From an optimization exercise on the open Yosys and OpenROAD flow, aimed at small area, a short achievable clock period and few clock cycles per item; shortcuts taken in it are not production practice. Where RTL was checked, it was by simulation tests only, not by an equivalence proof against the original. No activity file was given, so power comes from the tool's default toggle rates.

==> inputs of job 9643 <==
Design cosine_similarity_threshold, start of the top module:
module cosine_similarity_threshold (
  input  logic                      clk,
  input  logic                      rst,
  input  logic                      in_valid,
  output logic                      in_ready,
  input  logic signed [ELEM_W-1:0]  in_a,
  input  logic signed [ELEM_W-1:0]  in_b,
  input  logic                      in_last,
  output logic                      out_valid,
  input  logic                      out_ready,
  output logic signed [SCORE_W-1:0] out_score,
  output logic                      out_is_match,
  output logic                      out_zero_norm,
  input  logic                      cfg_wr_en,
  input  logic signed [SCORE_W-1:0] cfg_wr_data
);
  logic signed [SCORE_W-1:0] match_threshold;
  logic               acc_full, acc_take, q_full, q_take, q_neg, q_zero;
  logic signed [41:0] acc_dot;
  logic        [40:0] acc_na, acc_nb, q_na, q_nb;
  logic        [41:0] q_d;
  always_ff @(posedge clk) begin
    if (rst) begin
      match_threshold <= '0;
    end else if (cfg_wr_en) begin
      match_threshold <= cfg_wr_data;
    end
  end
  cosim_front u_front (
    .clk      (clk),
    .rst      (rst),
    .in_valid (in_valid),
    .in_ready (in_ready),
    .in_a     (in_a),
    .in_b     (in_b),
    .in_last  (in_last),
    .dn_full  (q_full),
    .acc_take (acc_take),
    .acc_full (acc_full),
    .acc_dot  (acc_dot),
    .acc_na   (acc_na),
    .acc_nb   (acc_nb)
  );
  cosim_queue u_queue (
    .clk      (clk),
    .rst      (rst),
    .acc_full (acc_full),
    .acc_take (acc_take),
    .acc_dot  (acc_dot),
    .acc_na   (acc_na),
    .acc_nb   (acc_nb),
    .full     (q_full),
    .take     (q_take),
    .q_d      (q_d),
    .q_na     (q_na),
  ...
export LEC_CHECK = 0
export CAP_MARGIN = 35
export CORE_MARGIN = 2
export CORE_UTILIZATION = 40
export CTS_BUF_LIST = sky130_fd_sc_hd__clkbuf_4 sky130_fd_sc_hd__clkbuf_8
export SETUP_SLACK_MARGIN = 5
export SLEW_MARGIN = 35
create_clock -name core_clock -period 10.0 [get_ports {clk}]
run.sh (not shown) runs the stock make flow with config.mk's settings and CLKGATE_MAP_FILE= SYNTH_SCRIPT=/design/flow/synth_recipe.tcl, a recipe that flattens the netlist after the stock synthesis.
==> inputs of job 429, as changes to job 9643 <==
--- a/flow/design.v
+++ b/flow/design.v
@@ -978,28 +978,30 @@
   input  logic               take,
   output logic        [41:0] q_d,
   output logic        [40:0] q_na,
   output logic        [40:0] q_nb,
   output logic               q_neg,
   output logic               q_zero
 );
   assign acc_take = acc_full && (!full || take);
+  logic [41:0] dot_neg;
+  cosim_add #(42) u_neg (.a(~acc_dot), .b('0), .ci(1'b1), .s(dot_neg), .co());
   always_ff @(posedge clk) begin
     if (rst) begin
       full <= 1'b0;
     end else if (acc_take) begin
       full <= 1'b1;
     end else if (take) begin
       full <= 1'b0;
     end
   end
   always_ff @(posedge clk) begin
     if (acc_take) begin
-      q_d    <= acc_dot ^ {42{acc_dot[41]}};
+      q_d    <= acc_dot[41] ? dot_neg : acc_dot;
       q_neg  <= acc_dot[41];
       q_zero <= (acc_na == '0) || (acc_nb == '0);
       q_na   <= acc_na;
       q_nb   <= acc_nb;
     end
   end
 endmodule
 `timescale 1ns / 1ps
@@ -1015,145 +1017,116 @@
   input  logic               q_neg,
   input  logic               q_zero,
   output logic               res_valid,
   input  logic               res_ready,
   output logic signed [15:0] res_score,
   output logic               res_is_match,
   output logic               res_zero_norm
 );
-  logic        mbusy, mdone, mneg, mzero;
-  logic [3:0]  mk;
-  logic [83:0] DA;
-  logic [82:0] PA;
-  logic [41:0] MD;
-  logic [40:0] MP;
-  logic        sbusy, sdone, sneg, szero;
+  logic        busy, done, ph, neg, zero;
   logic [3:0]  k;
-  logic [99:0] R;
-  logic [96:0] W;
-  logic [81:0] P;
+  logic [99:0] A;
+  logic [96:0] B;
+  logic [82:0] PR;
   logic [15:0] m;
-  logic        out_load, s_free, m_xfer, m_free;
-  assign out_load = sbusy && sdone && !res_valid;
-  assign s_free   = !sbusy || out_load;
-  assign m_xfer   = mbusy && mdone && s_free;
-  assign m_free   = !mbusy || m_xfer;
-  assign q_take   = q_full && m_free;
+  logic        free, out_load;
+  assign out_load = busy && done && !res_valid;
+  assign free     = !busy || out_load;
+  assign q_take   = free && q_full;
   logic [44:0] sum_d, d_t0, d_t1, d_t2, d_x1, d_y1, d_x2, d_y2;
   logic [43:0] sum_p, p_t0, p_t1, p_t2, p_x1, p_y1, p_x2, p_y2;
-  assign d_t0 = {3'b0, MD}       & {45{DA[0]}};
-  assign d_t1 = {2'b0, MD, 1'b0} & {45{DA[1]}};
-  assign d_t2 = {1'b0, MD, 2'b0} & {45{DA[2]}};
-  assign d_x1 = {3'b0, DA[83:42]} ^ d_t0 ^ d_t1;
-  assign d_y1 = ({3'b0, DA[83:42]} & d_t0) | ({3'b0, DA[83:42]} & d_t1) | (d_t0 & d_t1);
+  assign d_t0 = {3'b0, B[41:0]}       & {45{A[0]}};
+  assign d_t1 = {2'b0, B[41:0], 1'b0} & {45{A[1]}};
+  assign d_t2 = {1'b0, B[41:0], 2'b0} & {45{A[2]}};
+  assign d_x1 = {3'b0, A[83:42]} ^ d_t0 ^ d_t1;
+  assign d_y1 = ({3'b0, A[83:42]} & d_t0) | ({3'b0, A[83:42]} & d_t1) | (d_t0 & d_t1);
   assign d_x2 = d_x1 ^ {d_y1[43:0], 1'b0} ^ d_t2;
   assign d_y2 = (d_x1 & {d_y1[43:0], 1'b0}) | (d_x1 & d_t2) | ({d_y1[43:0], 1'b0} & d_t2);
   cosim_add #(45) u_dadd (.a(d_x2), .b({d_y2[43:0], 1'b0}), .ci(1'b0), .s(sum_d), .co());
-  assign p_t0 = {3'b0, MP}       & {44{PA[0]}};
-  assign p_t1 = {2'b0, MP, 1'b0} & {44{PA[1]}};
-  assign p_t2 = {1'b0, MP, 2'b0} & {44{PA[2]}};
-  assign p_x1 = {3'b0, PA[82:42]} ^ p_t0 ^ p_t1;
-  assign p_y1 = ({3'b0, PA[82:42]} & p_t0) | ({3'b0, PA[82:42]} & p_t1) | (p_t0 & p_t1);
+  assign p_t0 = {3'b0, B[82:42]}       & {44{PR[0]}};
+  assign p_t1 = {2'b0, B[82:42], 1'b0} & {44{PR[1]}};
+  assign p_t2 = {1'b0, B[82:42], 2'b0} & {44{PR[2]}};
+  assign p_x1 = {3'b0, PR[82:42]} ^ p_t0 ^ p_t1;
+  assign p_y1 = ({3'b0, PR[82:42]} & p_t0) | ({3'b0, PR[82:42]} & p_t1) | (p_t0 & p_t1);
   assign p_x2 = p_x1 ^ {p_y1[42:0], 1'b0} ^ p_t2;
   assign p_y2 = (p_x1 & {p_y1[42:0], 1'b0}) | (p_x1 & p_t2) | ({p_y1[42:0], 1'b0} & p_t2);
   cosim_add #(44) u_padd (.a(p_x2), .b({p_y2[42:0], 1'b0}), .ci(1'b0), .s(sum_p), .co());
-  always_ff @(posedge clk) begin
-    if (rst) begin
-      mbusy <= 1'b0;
-      mdone <= 1'b0;
-    end else if (q_take) begin
-      mbusy <= 1'b1;
-      mdone <= q_zero;
-    end else begin
-      if (m_xfer) mbusy <= 1'b0;
-      if (mbusy && !mdone && mk == 4'd0) mdone <= 1'b1;
-    end
-  end
-  always_ff @(posedge clk) begin
-    if (q_take) begin
-      DA    <= {{q_d[40:0], 1'b1} & {42{q_neg}}, q_d};
-      PA    <= {42'b0, q_nb};
-      MD    <= q_d;
-      MP    <= q_na;
-      mneg  <= q_neg;
-      mzero <= q_zero;
-      mk    <= 4'd13;
-    end else if (mbusy && !mdone) begin
-      DA <= {sum_d, DA[41:3]};
-      PA <= {sum_p, PA[41:3]};
-      mk <= mk - 4'd1;
-    end
-  end
   logic [100:0] diff, s_r, s_w, s_p, s_x, s_y;
   logic         fit;
   logic [96:0]  w_add;
-  assign s_r  = {1'b0, R};
-  assign s_w  = ~{2'b0, W, 2'b0};
-  assign s_p  = ~{19'b0, P};
+  assign s_r  = {1'b0, A};
+  assign s_w  = ~{2'b0, B[96:0], 2'b0};
+  assign s_p  = ~{19'b0, PR[81:0]};
   assign s_x  = s_r ^ s_w ^ s_p;
   assign s_y  = (s_r & s_w) | (s_r & s_p) | (s_w & s_p);
   cosim_add #(101) u_sadd (.a(s_x), .b({s_y[99:0], 1'b1}), .ci(1'b1), .s(diff), .co());
   assign fit  = !diff[100];
-  cosim_add #(97) u_wadd (.a({W[95:0], 1'b0}), .b({15'b0, P}), .ci(1'b0), .s(w_add), .co());
+  cosim_add #(97) u_wadd (.a({B[95:0], 1'b0}), .b({15'b0, PR[81:0]}), .ci(1'b0), .s(w_add), .co());
   always_ff @(posedge clk) begin
     if (rst) begin
-      sbusy <= 1'b0;
-      sdone <= 1'b0;
-    end else if (m_xfer) begin
-      sbusy <= 1'b1;
-      sdone <= mzero;
+      busy <= 1'b0;
+      done <= 1'b0;
+    end else if (q_take) begin
+      busy <= 1'b1;
+      done <= q_zero;
     end else begin
-      if (out_load) sbusy <= 1'b0;
-      if (sbusy && !sdone && (k == 4'd0 || (k == 4'd15 && fit))) sdone <= 1'b1;
+      if (out_load) busy <= 1'b0;
+      if (busy && !done && ph && (k == 4'd0 || (k == 4'd15 && fit))) done <= 1'b1;
     end
   end
-  logic        take_diff;
-  logic [99:0] r_keep;
-  logic [96:0] w_keep;
-  assign take_diff = fit && !m_xfer;
-  assign r_keep    = m_xfer ? {16'b0, DA} : {R[97:0], 2'b0};
-  assign w_keep    = m_xfer ? '0 : {W[95:0], 1'b0};
-  always_ff @(posedge clk) begin
-    R <= take_diff ? {diff[97:0], 2'b0} : r_keep;
-    W <= take_diff ? w_add : w_keep;
-  end
-  always_ff @(posedge clk) begin
-    if (m_xfer) begin
-      P     <= PA[81:0];
-      sneg  <= mneg;
-      szero <= mzero;
-      m     <= '0;
-      k     <= 4'd15;
-    end else if (sbusy && !sdone) begin
-      m <= (k == 4'd15 && fit) ? 16'h8000 : {m[14:0], fit};
-      k <= k - 4'd1;
+  always_ff @(posedge clk) begin
+    if (q_take) begin
+      A    <= {58'b0, q_d};
+      B    <= {14'b0, q_na, q_d};
+      PR   <= {42'b0, q_nb};
+      neg  <= q_neg;
+      zero <= q_zero;
+      m    <= '0;
+      ph   <= 1'b0;
+      k    <= 4'd13;
+    end else if (busy && !done) begin
+      if (!ph) begin
+        A  <= {16'b0, sum_d, A[41:3]};
+        PR <= {sum_p, PR[41:3]};
+        k  <= k - 4'd1;
+        if (k == 4'd0) begin
+          ph <= 1'b1;
+          k  <= 4'd15;
+          B  <= '0;
+        end
+      end else begin
+        A <= fit ? {diff[97:0], 2'b0} : {A[97:0], 2'b0};
+        B <= fit ? w_add : {B[95:0], 1'b0};
+        m <= (k == 4'd15 && fit) ? 16'h8000 : {m[14:0], fit};
+        k <= k - 4'd1;
+      end
     end
   end
   logic signed [15:0] score;
   always_comb begin
-    if (szero)      score = '0;
-    else if (sneg)  score = -$signed(m);
+    if (zero)       score = '0;
+    else if (neg)   score = -$signed(m);
     else if (m[15]) score = 16'sh7fff;
     else            score = $signed(m);
   end
   always_ff @(posedge clk) begin
     if (rst) begin
       res_valid <= 1'b0;
     end else if (res_valid) begin
       res_valid <= !res_ready;
     end else begin
       res_valid <= out_load;
     end
   end
   always_ff @(posedge clk) begin
     if (out_load) begin
       res_score     <= score;
       res_is_match  <= score >= thr;
-      res_zero_norm <= szero;
+      res_zero_norm <= zero;
     end
   end
 endmodule
 `timescale 1ns / 1ps
 import cosim_pkg::*;
 module cosine_similarity_threshold (
   input  logic                      clk,
   input  logic                      rst,
Settings changed: CAP_MARGIN 35 to 20, CTS_BUF_LIST sky130_fd_sc_hd__clkbuf_4 sky130_fd_sc_hd__clkbuf_8 to unset, SLEW_MARGIN 35 to 20.
==> inputs of job 5836, as changes to job 9643 <==
Settings changed: CTS_BUF_LIST sky130_fd_sc_hd__clkbuf_4 sky130_fd_sc_hd__clkbuf_8 to unset.
==> inputs of job 9402, as changes to job 9643 <==
--- a/flow/design.v
+++ b/flow/design.v
@@ -978,28 +978,30 @@
   input  logic               take,
   output logic        [41:0] q_d,
   output logic        [40:0] q_na,
   output logic        [40:0] q_nb,
   output logic               q_neg,
   output logic               q_zero
 );
   assign acc_take = acc_full && (!full || take);
+  logic [41:0] dot_neg;
+  cosim_add #(42) u_neg (.a(~acc_dot), .b('0), .ci(1'b1), .s(dot_neg), .co());
   always_ff @(posedge clk) begin
     if (rst) begin
       full <= 1'b0;
     end else if (acc_take) begin
       full <= 1'b1;
     end else if (take) begin
       full <= 1'b0;
     end
   end
   always_ff @(posedge clk) begin
     if (acc_take) begin
-      q_d    <= acc_dot ^ {42{acc_dot[41]}};
+      q_d    <= acc_dot[41] ? dot_neg : acc_dot;
       q_neg  <= acc_dot[41];
       q_zero <= (acc_na == '0) || (acc_nb == '0);
       q_na   <= acc_na;
       q_nb   <= acc_nb;
     end
   end
 endmodule
 `timescale 1ns / 1ps
@@ -1065,17 +1067,17 @@
       mdone <= q_zero;
     end else begin
       if (m_xfer) mbusy <= 1'b0;
       if (mbusy && !mdone && mk == 4'd0) mdone <= 1'b1;
     end
   end
   always_ff @(posedge clk) begin
     if (q_take) begin
-      DA    <= {{q_d[40:0], 1'b1} & {42{q_neg}}, q_d};
+      DA    <= {42'b0, q_d};
       PA    <= {42'b0, q_nb};
       MD    <= q_d;
       MP    <= q_na;
       mneg  <= q_neg;
       mzero <= q_zero;
       mk    <= 4'd13;
     end else if (mbusy && !mdone) begin
       DA <= {sum_d, DA[41:3]};
@@ -1101,25 +1103,24 @@
     end else if (m_xfer) begin
       sbusy <= 1'b1;
       sdone <= mzero;
     end else begin
       if (out_load) sbusy <= 1'b0;
       if (sbusy && !sdone && (k == 4'd0 || (k == 4'd15 && fit))) sdone <= 1'b1;
     end
   end
-  logic        take_diff;
-  logic [99:0] r_keep;
-  logic [96:0] w_keep;
-  assign take_diff = fit && !m_xfer;
-  assign r_keep    = m_xfer ? {16'b0, DA} : {R[97:0], 2'b0};
-  assign w_keep    = m_xfer ? '0 : {W[95:0], 1'b0};
   always_ff @(posedge clk) begin
-    R <= take_diff ? {diff[97:0], 2'b0} : r_keep;
-    W <= take_diff ? w_add : w_keep;
+    if (m_xfer) begin
+      R <= {16'b0, DA};
+      W <= '0;
+    end else begin
+      R <= fit ? {diff[97:0], 2'b0} : {R[97:0], 2'b0};
+      W <= fit ? w_add : {W[95:0], 1'b0};
+    end
   end
   always_ff @(posedge clk) begin
     if (m_xfer) begin
       P     <= PA[81:0];
       sneg  <= mneg;
       szero <= mzero;
       m     <= '0;
       k     <= 4'd15;
Settings changed: CAP_MARGIN 35 to 20, CTS_BUF_LIST sky130_fd_sc_hd__clkbuf_4 sky130_fd_sc_hd__clkbuf_8 to unset, SLEW_MARGIN 35 to 20.
==> results.txt <==
Outcome: job 9643 timing/DRC/antenna clean; job 5836 complete, but fails checks; job 429 timing/DRC/antenna clean; job 9402 complete, but fails checks
Layout check failures: job 9643 -; job 5836 antenna violations; job 429 -; job 9402 max-capacitance violations, max-slew violations
Combined global-route utilization of all metal layers: job 9643 0.196; job 5836 0.194; job 429 0.226; job 9402 0.195
Number of routed nets with antenna violations: job 9643 0; job 5836 1; job 429 0; job 9402 0
Number of filler instances in the final layout: job 9643 17.5k; job 5836 17.5k; job 429 16.2k; job 9402 17.3k
Number of well-tap cells placed: job 9643 2385; job 5836 2385; job 429 2204; job 9402 2464
Worst reg2reg path depth: job 9643 15; job 5836 16; job 429 14; job 9402 19
EDFF count, synth: job 9643 436; job 5836 436; job 429 312; job 9402 396
Part of the power in registers: job 9643 0.253; job 5836 0.251; job 429 0.247; job 9402 0.248
Worst setup slack for register-to-register paths: job 9643 5.17 ns; job 5836 5.15 ns; job 429 5.06 ns; job 9402 4.95 ns
Worst hold margin: job 9643 0.408 ns; job 5836 0.408 ns; job 429 0.437 ns; job 9402 0.407 ns
Worst-case hold path end point: job 9643 u_back.MP[13]; job 5836 u_back.MP[18]; job 429 u_front.v1; job 9402 u_back.R[87]
Root buf cell: job 9643 clkbuf_8; job 5836 clkbuf_16; job 429 clkbuf_16; job 9402 clkbuf_16
Count of multi-input combinational gates: job 9643 4984; job 5836 4984; job 429 5033; job 9402 5142
Antenna violations before repair: job 9643 5; job 5836 2; job 429 2; job 9402 7
Inverters, non-clock: job 9643 1259; job 5836 1259; job 429 1235; job 9402 1232
Largest incremental delay on the critical path: job 9643 0.46 ns; job 5836 0.46 ns; job 429 0.57 ns; job 9402 0.52 ns
Proportion of synthesized chip area in sequential cells: job 9643 0.350; job 5836 0.350; job 429 0.287; job 9402 0.343
Fraction of the mapped netlist area in compound gates: job 9643 0.0916; job 5836 0.0916; job 429 0.122; job 9402 0.0984
Final wirelength: job 9643 182000 microns; job 5836 182000 microns; job 429 196000 microns; job 9402 183000 microns
Area of the multi-input gates: job 9643 42200 sq um; job 5836 42200 sq um; job 429 43000 sq um; job 9402 43200 sq um
Multiplexer share of the synthesized area: job 9643 0.00303; job 5836 0.00303; job 429 0.00446; job 9402 0.00340
Average detailed-routed wire length per instance: job 9643 17.8 microns; job 5836 18.0 microns; job 429 20.2 microns; job 9402 17.7 microns
Relative area of non-clock buffer cells in the final design: job 9643 0.0194; job 5836 0.0205; job 429 0.0299; job 9402 0.0230
Testbench counts of job 9643, summed over its fixed seeds: cycles 35,645, vectors 1,200.
Testbench counts of job 5836, summed over its fixed seeds: cycles 35,645, vectors 1,200.
Testbench counts of job 9402, summed over its fixed seeds: cycles 35,645, vectors 1,200.
For job 429, only the layout was checked, not whether the RTL still works.

-- separate check: timing with driven ports --
The results above use ideal ports. As a check the final layouts listed here were re-extracted and re-timed, cells and wires unchanged. Step 1, drivers: a clkbuf_16 drives clk and a buf_2 each remaining input, both assumed. Step 2 times the ports against the registers' clock, not the clock port: input delays grow and output delays shrink by t, the midpoint of the rising clock arrivals with the driver on. Three values: ideal ports, drivers, drivers and shift; two values: the first two.
run | t, ns | setup slack, ns | worst hold slack (ns) | slew at the worst register clock pin (ns)
job 9643 | 0.986 | 5.167 / 5.127 / 5.167 | 0.408 / 0.408 / 0.408 | 0.07 / 0.07
job 429 | 0.805 | 5.057 / 5.057 / 5.057 | 0.437 / 0.437 / 0.437 | 0.07 / 0.07
job 5836 | 0.828 | 5.154 / 5.116 / 5.154 | 0.408 / 0.408 / 0.408 | 0.07 / 0.07
job 9402 | 0.829 | 4.951 / 4.951 / 4.951 | 0.407 / 0.407 / 0.407 | 0.07 / 0.07
